From an optimization exercise on the open Yosys and OpenROAD flow, aimed at small area, a short achievable clock period and few clock cycles per item; shortcuts taken in it are not production practice.
In this exercise RTL edits were held to simulation tests only and were not proved equivalent to the original.
Power is estimated from default activity; no workload was simulated.

## the previous run
Design dcc_packet_decoder, start of the top module:
module dcc_packet_decoder (
  input  logic        clk,
  input  logic        rst_n,
  input  logic        in_valid,
  output logic        in_ready,
  input  logic        in_operation,
  input  logic [31:0] in_edge_time,
  output logic        out_valid,
  input  logic        out_ready,
  output logic [1:0]  out_decoder_status,
  output logic [7:0]  out_address_byte,
  output logic [7:0]  out_instruction_byte,
  output logic [7:0]  out_check_byte,
  input  logic        cfg_valid,
  output logic        cfg_ready,
  input  logic [2:0]  cfg_index,
  input  logic [31:0] cfg_data
);
For scale: roughly 1,600 cells after synthesis, about 390 flip-flops, about 100 I/O pins.
Settings: LEC_CHECK=0, ABC_CLOCK_PERIOD_IN_PS=3000, CAP_MARGIN=20, CORE_MARGIN=2, CORE_UTILIZATION=55, CTS_BUF_LIST=sky130_fd_sc_hd__clkbuf_8, SETUP_SLACK_MARGIN=5, SLEW_MARGIN=20; clock period 8.0 ns.
run.sh (not shown) runs the stock make flow with config.mk's settings and CLKGATE_MAP_FILE= SYNTH_SCRIPT=/design/flow/synth_recipe.tcl, a recipe that flattens the netlist after the stock synthesis.
Testbench counts of the previous run, summed over its fixed seeds: cycles 16,459, items 16,427.
#### Input delta (the current run over the previous run)
Settings: CTS_CLUSTER_DIAMETER: unset -> 80; CTS_CLUSTER_SIZE: unset -> 24; CTS_BUF_LIST: sky130_fd_sc_hd__clkbuf_8 -> sky130_fd_sc_hd__clkbuf_16; CORE_UTILIZATION: 55 -> 40.
==> flow/flow/run.sh (new file) <==
#!/bin/bash
# The standard layout, with plain buf_1 cells as the port buffers (the
# standard flow's buffer_ports picks a larger delay buffer); the repair
# steps still size them as timing needs.
set -euo pipefail
export BUFFER_PORTS_ARGS="-buffer_cell sky130_fd_sc_hd__buf_1"
bash standard.sh > standard.log 2>&1
==> flow/standard.sh (new file) <==
#!/bin/bash
# synth_recipe.tcl (not shown) runs the flow's synth.tcl, then flattens the netlist and writes it again
# the make line also repeats each setting of config.mk as NAME=value (left out here)
make -C /OpenROAD-flow-scripts/flow DESIGN_CONFIG=/design/flow/config.mk WORK_HOME=/design/flow/orfs CLKGATE_MAP_FILE= SYNTH_SCRIPT=/design/flow/synth_recipe.tcl "${@:-finish}"
removed: flow/run.sh
Fmax: the current run higher than the previous run
The current run gives more placeable core area than the previous run did.
Taking the previous run as the reference, in the current run sequential power was more or less identical; final wirelength -about 4.5%; number of buffers added for setup after CTS saw a decrease; XOR/XNOR share of the synthesized area now sits at about the same level; power density relative to cell area went down about 5%.
The current run ended with more detailed-routing wirelength on met1 than the previous run.
The setup slack of the current run is larger than that of the previous run.
For the met1 track utilization from global routing, the current run came in 9.2 points lower than the previous run did.
In the current run the clock network fraction of design power turned out 4.7 points lower than in the previous run.


## wip/nickel
dcc_packet_decoder again, from the RTL that the note above started with.
clock: 8.0 ns
lec_check: 0
abc_clock_period_in_ps: 3700
cap_margin: 20
core_margin: 2
core_utilization: 40
setup_slack_margin: 4.3
slew_margin: 20
Stock flow here: none of the scripts above is used.
Testbench counts of wip/nickel, summed over its fixed seeds: cycles 16,459, items 16,427.
Inputs modified between wip/nickel and wip/xenon:
- swapping 3700 for 3000 in ABC_CLOCK_PERIOD_IN_PS
- swapping 4.3 for 5 in SETUP_SLACK_MARGIN
==> flow/flow/run.sh (new file) <==
#!/bin/bash
# The standard layout, with plain buf_1 cells as the port buffers (the
# standard flow's buffer_ports picks a larger delay buffer); the repair
# steps still size them as timing needs.
set -euo pipefail
export BUFFER_PORTS_ARGS="-buffer_cell sky130_fd_sc_hd__buf_1"
bash standard.sh > standard.log 2>&1
==> flow/standard.sh (new file) <==
#!/bin/bash
# synth_recipe.tcl (not shown) runs the flow's synth.tcl, then flattens the netlist and writes it again
# the make line also repeats each setting of config.mk as NAME=value (left out here)
make -C /OpenROAD-flow-scripts/flow DESIGN_CONFIG=/design/flow/config.mk WORK_HOME=/design/flow/orfs CLKGATE_MAP_FILE= SYNTH_SCRIPT=/design/flow/synth_recipe.tcl "${@:-finish}"
removed: flow/run.sh
wip/xenon: PASS, flow complete, no timing, DRC or antenna violations. First-iteration DRC count: wip/xenon vs wip/nickel down 103. Compared with wip/nickel, wip/xenon shows a higher proportion of layout cells with a drive suffix above 1. wip/nickel -> wip/xenon: count of different cell masters after synthesis delta 0, exact match. Compared with wip/nickel, wip/xenon shows setup slack after placement higher by 0.29 ns. Final HPWL from detailed placement: wip/xenon vs wip/nickel, no meaningful difference. Met1 demand-to-capacity share in global routing (lower): wip/nickel. Part of the power in combinational logic up 1.2 points in wip/xenon wrt wip/nickel. Summary — power after layout, wip/xenon relative to wip/nickel: higher, by 0.092 mW. Critical path data required time essentially unchanged between wip/xenon and wip/nickel. Looking at total of clock buffers placed in the layout across wip/nickel and wip/xenon, the one that comes out higher is wip/nickel. wip/xenon vs wip/nickel — CTS buffer count dropped by a few percent.
Modified inputs, wip/fjord compared to wip/xenon
- putting CTS_CLUSTER_DIAMETER at 80 where nothing was set
- putting CTS_BUF_LIST at sky130_fd_sc_hd__clkbuf_16 where nothing was set
- putting CTS_CLUSTER_SIZE at 24 where nothing was set
- swapping 3000 for 8000 in ABC_CLOCK_PERIOD_IN_PS
- swapping 40 for 60 in CORE_UTILIZATION
### Flow results
- Against wip/xenon, clock power in wip/fjord fell by more than a quarter.
- met3 usage is higher on wip/fjord
- Looking at wip/xenon and wip/fjord, the non-clock inverter instance count of the final layout is a wash.
- Per the comparison of wip/fjord with wip/xenon, worst setup slack dropped 0.12 ns, number of nets with antenna violations after detailed routing barely changed.


Starting RTL as in the previous note.
Settings: LEC_CHECK=0, ABC_CLOCK_PERIOD_IN_PS=8000, CAP_MARGIN=20, CORE_MARGIN=2, CORE_UTILIZATION=40, CTS_BUF_LIST=sky130_fd_sc_hd__clkbuf_16, CTS_CLUSTER_DIAMETER=80, CTS_CLUSTER_SIZE=24, SETUP_SLACK_MARGIN=5, SLEW_MARGIN=20; clock period 8.0 ns.
standard.sh (not shown) runs the stock make flow with config.mk's settings and CLKGATE_MAP_FILE= SYNTH_SCRIPT=/design/flow/synth_recipe.tcl, a recipe that flattens the netlist after the stock synthesis.
==> flow/flow/run.sh <==
#!/bin/bash
# The standard layout, with plain buf_1 cells as the port buffers (the
# standard flow's buffer_ports picks a larger delay buffer); the repair
# steps still size them as timing needs.
set -euo pipefail
export BUFFER_PORTS_ARGS="-buffer_cell sky130_fd_sc_hd__buf_1"
bash standard.sh > standard.log 2>&1
The baseline produced a clean layout.
Testbench counts at the start, summed over its fixed seeds: cycles 16,459, items 16,427.
Then changed:
==> flow/run.sh (new file) <==
#!/bin/bash
# synth_recipe.tcl (not shown) runs the flow's synth.tcl, then flattens the netlist and writes it again
# the make line also repeats each setting of config.mk as NAME=value (left out here)
make -C /OpenROAD-flow-scripts/flow DESIGN_CONFIG=/design/flow/config.mk WORK_HOME=/design/flow/orfs CLKGATE_MAP_FILE= SYNTH_SCRIPT=/design/flow/synth_recipe.tcl finish
Settings changed: ABC_CLOCK_PERIOD_IN_PS 8000 to 3000, CTS_BUF_LIST sky130_fd_sc_hd__clkbuf_16 to unset, CTS_CLUSTER_DIAMETER 80 to unset, CTS_CLUSTER_SIZE 24 to unset.
removed: flow/flow/run.sh
removed: flow/standard.sh
The changed run passed the timing, DRC and antenna checks.
Clock skew barely changes.
Final cell count rose by 2.0%.
Combinational power rose by about 10%.
Then changed:
Settings changed: CORE_UTILIZATION 40 to 55, CTS_BUF_LIST set to sky130_fd_sc_hd__clkbuf_4, CTS_CLUSTER_SIZE set to 30.
Worst setup slack got worse by 0.061 ns.
Hold slack got worse by 0.013 ns.
Routed wire length drops by 0.84%.
Sequential power stays flat.
Clock skew climbs by 0.031 ns.
Critical path depth drops by 11.
First-iteration DRC count drops by about 5%.
Cell area drops by 0.41%.
Then changed:
Settings changed: CORE_UTILIZATION 55 to 40, CTS_BUF_LIST sky130_fd_sc_hd__clkbuf_4 to sky130_fd_sc_hd__clkbuf_16, CTS_CLUSTER_DIAMETER set to 80, CTS_CLUSTER_SIZE 30 to 24.
Worst setup slack is better by 0.083 ns. First-iteration DRC count increases by 19%. Clock skew shrinks by 0.033 ns. Synthesized area does not change.


Another version of the RTL of dcc_packet_decoder (not shown whole).
Size in the first run: about 1700 cells after synthesis, ~400 flip-flops, about 19000 um^2 of cells after synthesis.
// dcc_packet_decoder
module dcc_packet_decoder (
  input  logic        clk,
  input  logic        rst_n,
  input  logic        in_valid,
  output logic        in_ready,
  input  logic        in_operation,
  input  logic [31:0] in_edge_time,
  output logic        out_valid,
  input  logic        out_ready,
  output logic [1:0]  out_decoder_status,
  output logic [7:0]  out_address_byte,
  output logic [7:0]  out_instruction_byte,
  output logic [7:0]  out_check_byte,
  input  logic        cfg_valid,
  output logic        cfg_ready,
  input  logic [2:0]  cfg_index,
  input  logic [31:0] cfg_data
);
export LEC_CHECK = 0
export ABC_CLOCK_PERIOD_IN_PS = 8000
export CAP_MARGIN = 20
export CORE_MARGIN = 2
export CORE_UTILIZATION = 40
export CTS_BUF_LIST = sky130_fd_sc_hd__clkbuf_16
export CTS_CLUSTER_DIAMETER = 60
export CTS_CLUSTER_SIZE = 20
export SETUP_SLACK_MARGIN = 5
export SLEW_MARGIN = 20
create_clock -name core_clock -period 8.0 [get_ports {clk}]
==> flow/flow/run.sh <==
#!/bin/bash
# The standard layout, with plain buf_1 cells as the port buffers (the
# standard flow's buffer_ports picks a larger delay buffer); the repair
# steps still size them as timing needs.
set -euo pipefail
export BUFFER_PORTS_ARGS="-buffer_cell sky130_fd_sc_hd__buf_1"
bash standard.sh > standard.log 2>&1
The first run finished with timing, DRC and antenna clean.
Testbench counts at the start, summed over its fixed seeds: cycles 16,467, items 16,427.
==> next run, changes <==
Settings changed: CTS_CLUSTER_DIAMETER 60 to 80, CTS_CLUSTER_SIZE 20 to 24.
Effect: Register-to-register slack is worse by 40 ps. Worst setup slack is better by 15 ps. Cell area falls by a few percent. Area after synthesis does not change. Clock skew stays flat. Power falls by a few percent. Die area does not change. Clock power falls by about a fifth. Synthesized cell count does not change. Wire length falls slightly.

==> port drivers added, routing unchanged <==
The flow's constraints put no driver on any port. The routed layouts listed below were extracted and timed again, unchanged, in two steps.
Step 1, drivers: a clkbuf_16 drives clk and a buf_2 each remaining input, both assumed.
Step 2 also shifts input and output timing later by t, the mid clock arrival at the registers, as if the neighbouring blocks saw the same clock.
a / b / c = ideal / step 1 / step 2; a / b = the first two.
| run | t, ns | setup slack, ns | worst hold slack (ns) | pins driven straight from the clock port |
|---|---|---|---|---|
| the previous run | 0.631 | 4.749 / 4.749 / 4.455 | 0.373 / 0.373 / 0.373 | 1 |
| the current run | 0.601 | 4.942 / 4.942 / 4.624 | 0.382 / 0.382 / 0.382 | 1 |
| wip/nickel | 0.605 | 4.439 / 4.439 / 3.979 | 0.369 / 0.369 / 0.369 | 1 |
| wip/xenon | 0.585 | 4.899 / 4.899 / 4.622 | 0.373 / 0.373 / 0.373 | 1 |
| wip/fjord | 0.583 | 4.780 / 4.780 / 4.725 | 0.376 / 0.376 / 0.376 | 1 |
| the first run of note 3 | 0.601 | 4.942 / 4.942 / 4.624 | 0.382 / 0.382 / 0.382 | 1 |
| the second run of note 3 | 0.605 | 4.839 / 4.839 / 4.480 | 0.369 / 0.369 / 0.369 | 1 |
| the third run of note 3 | 0.819 | 4.778 / 4.727 / 4.359 | 0.357 / 0.357 / 0.357 | 1 |
| the fourth run of note 3 | 0.593 | 4.861 / 4.861 / 4.485 | 0.356 / 0.356 / 0.356 | 1 |
| the first run of note 4 | 0.641 | 5.044 / 4.988 / 4.460 | 0.331 / 0.331 / 0.331 | 1 |
| the second run of note 4 | 0.607 | 5.058 / 4.998 / 4.506 | 0.346 / 0.346 / 0.346 | 1 |
After both steps setup and hold are still met in every run listed. For the first run of note 4, which loses most, drivers alone change the setup slack by -0.056 ns; drivers and shift together by -0.584 ns.
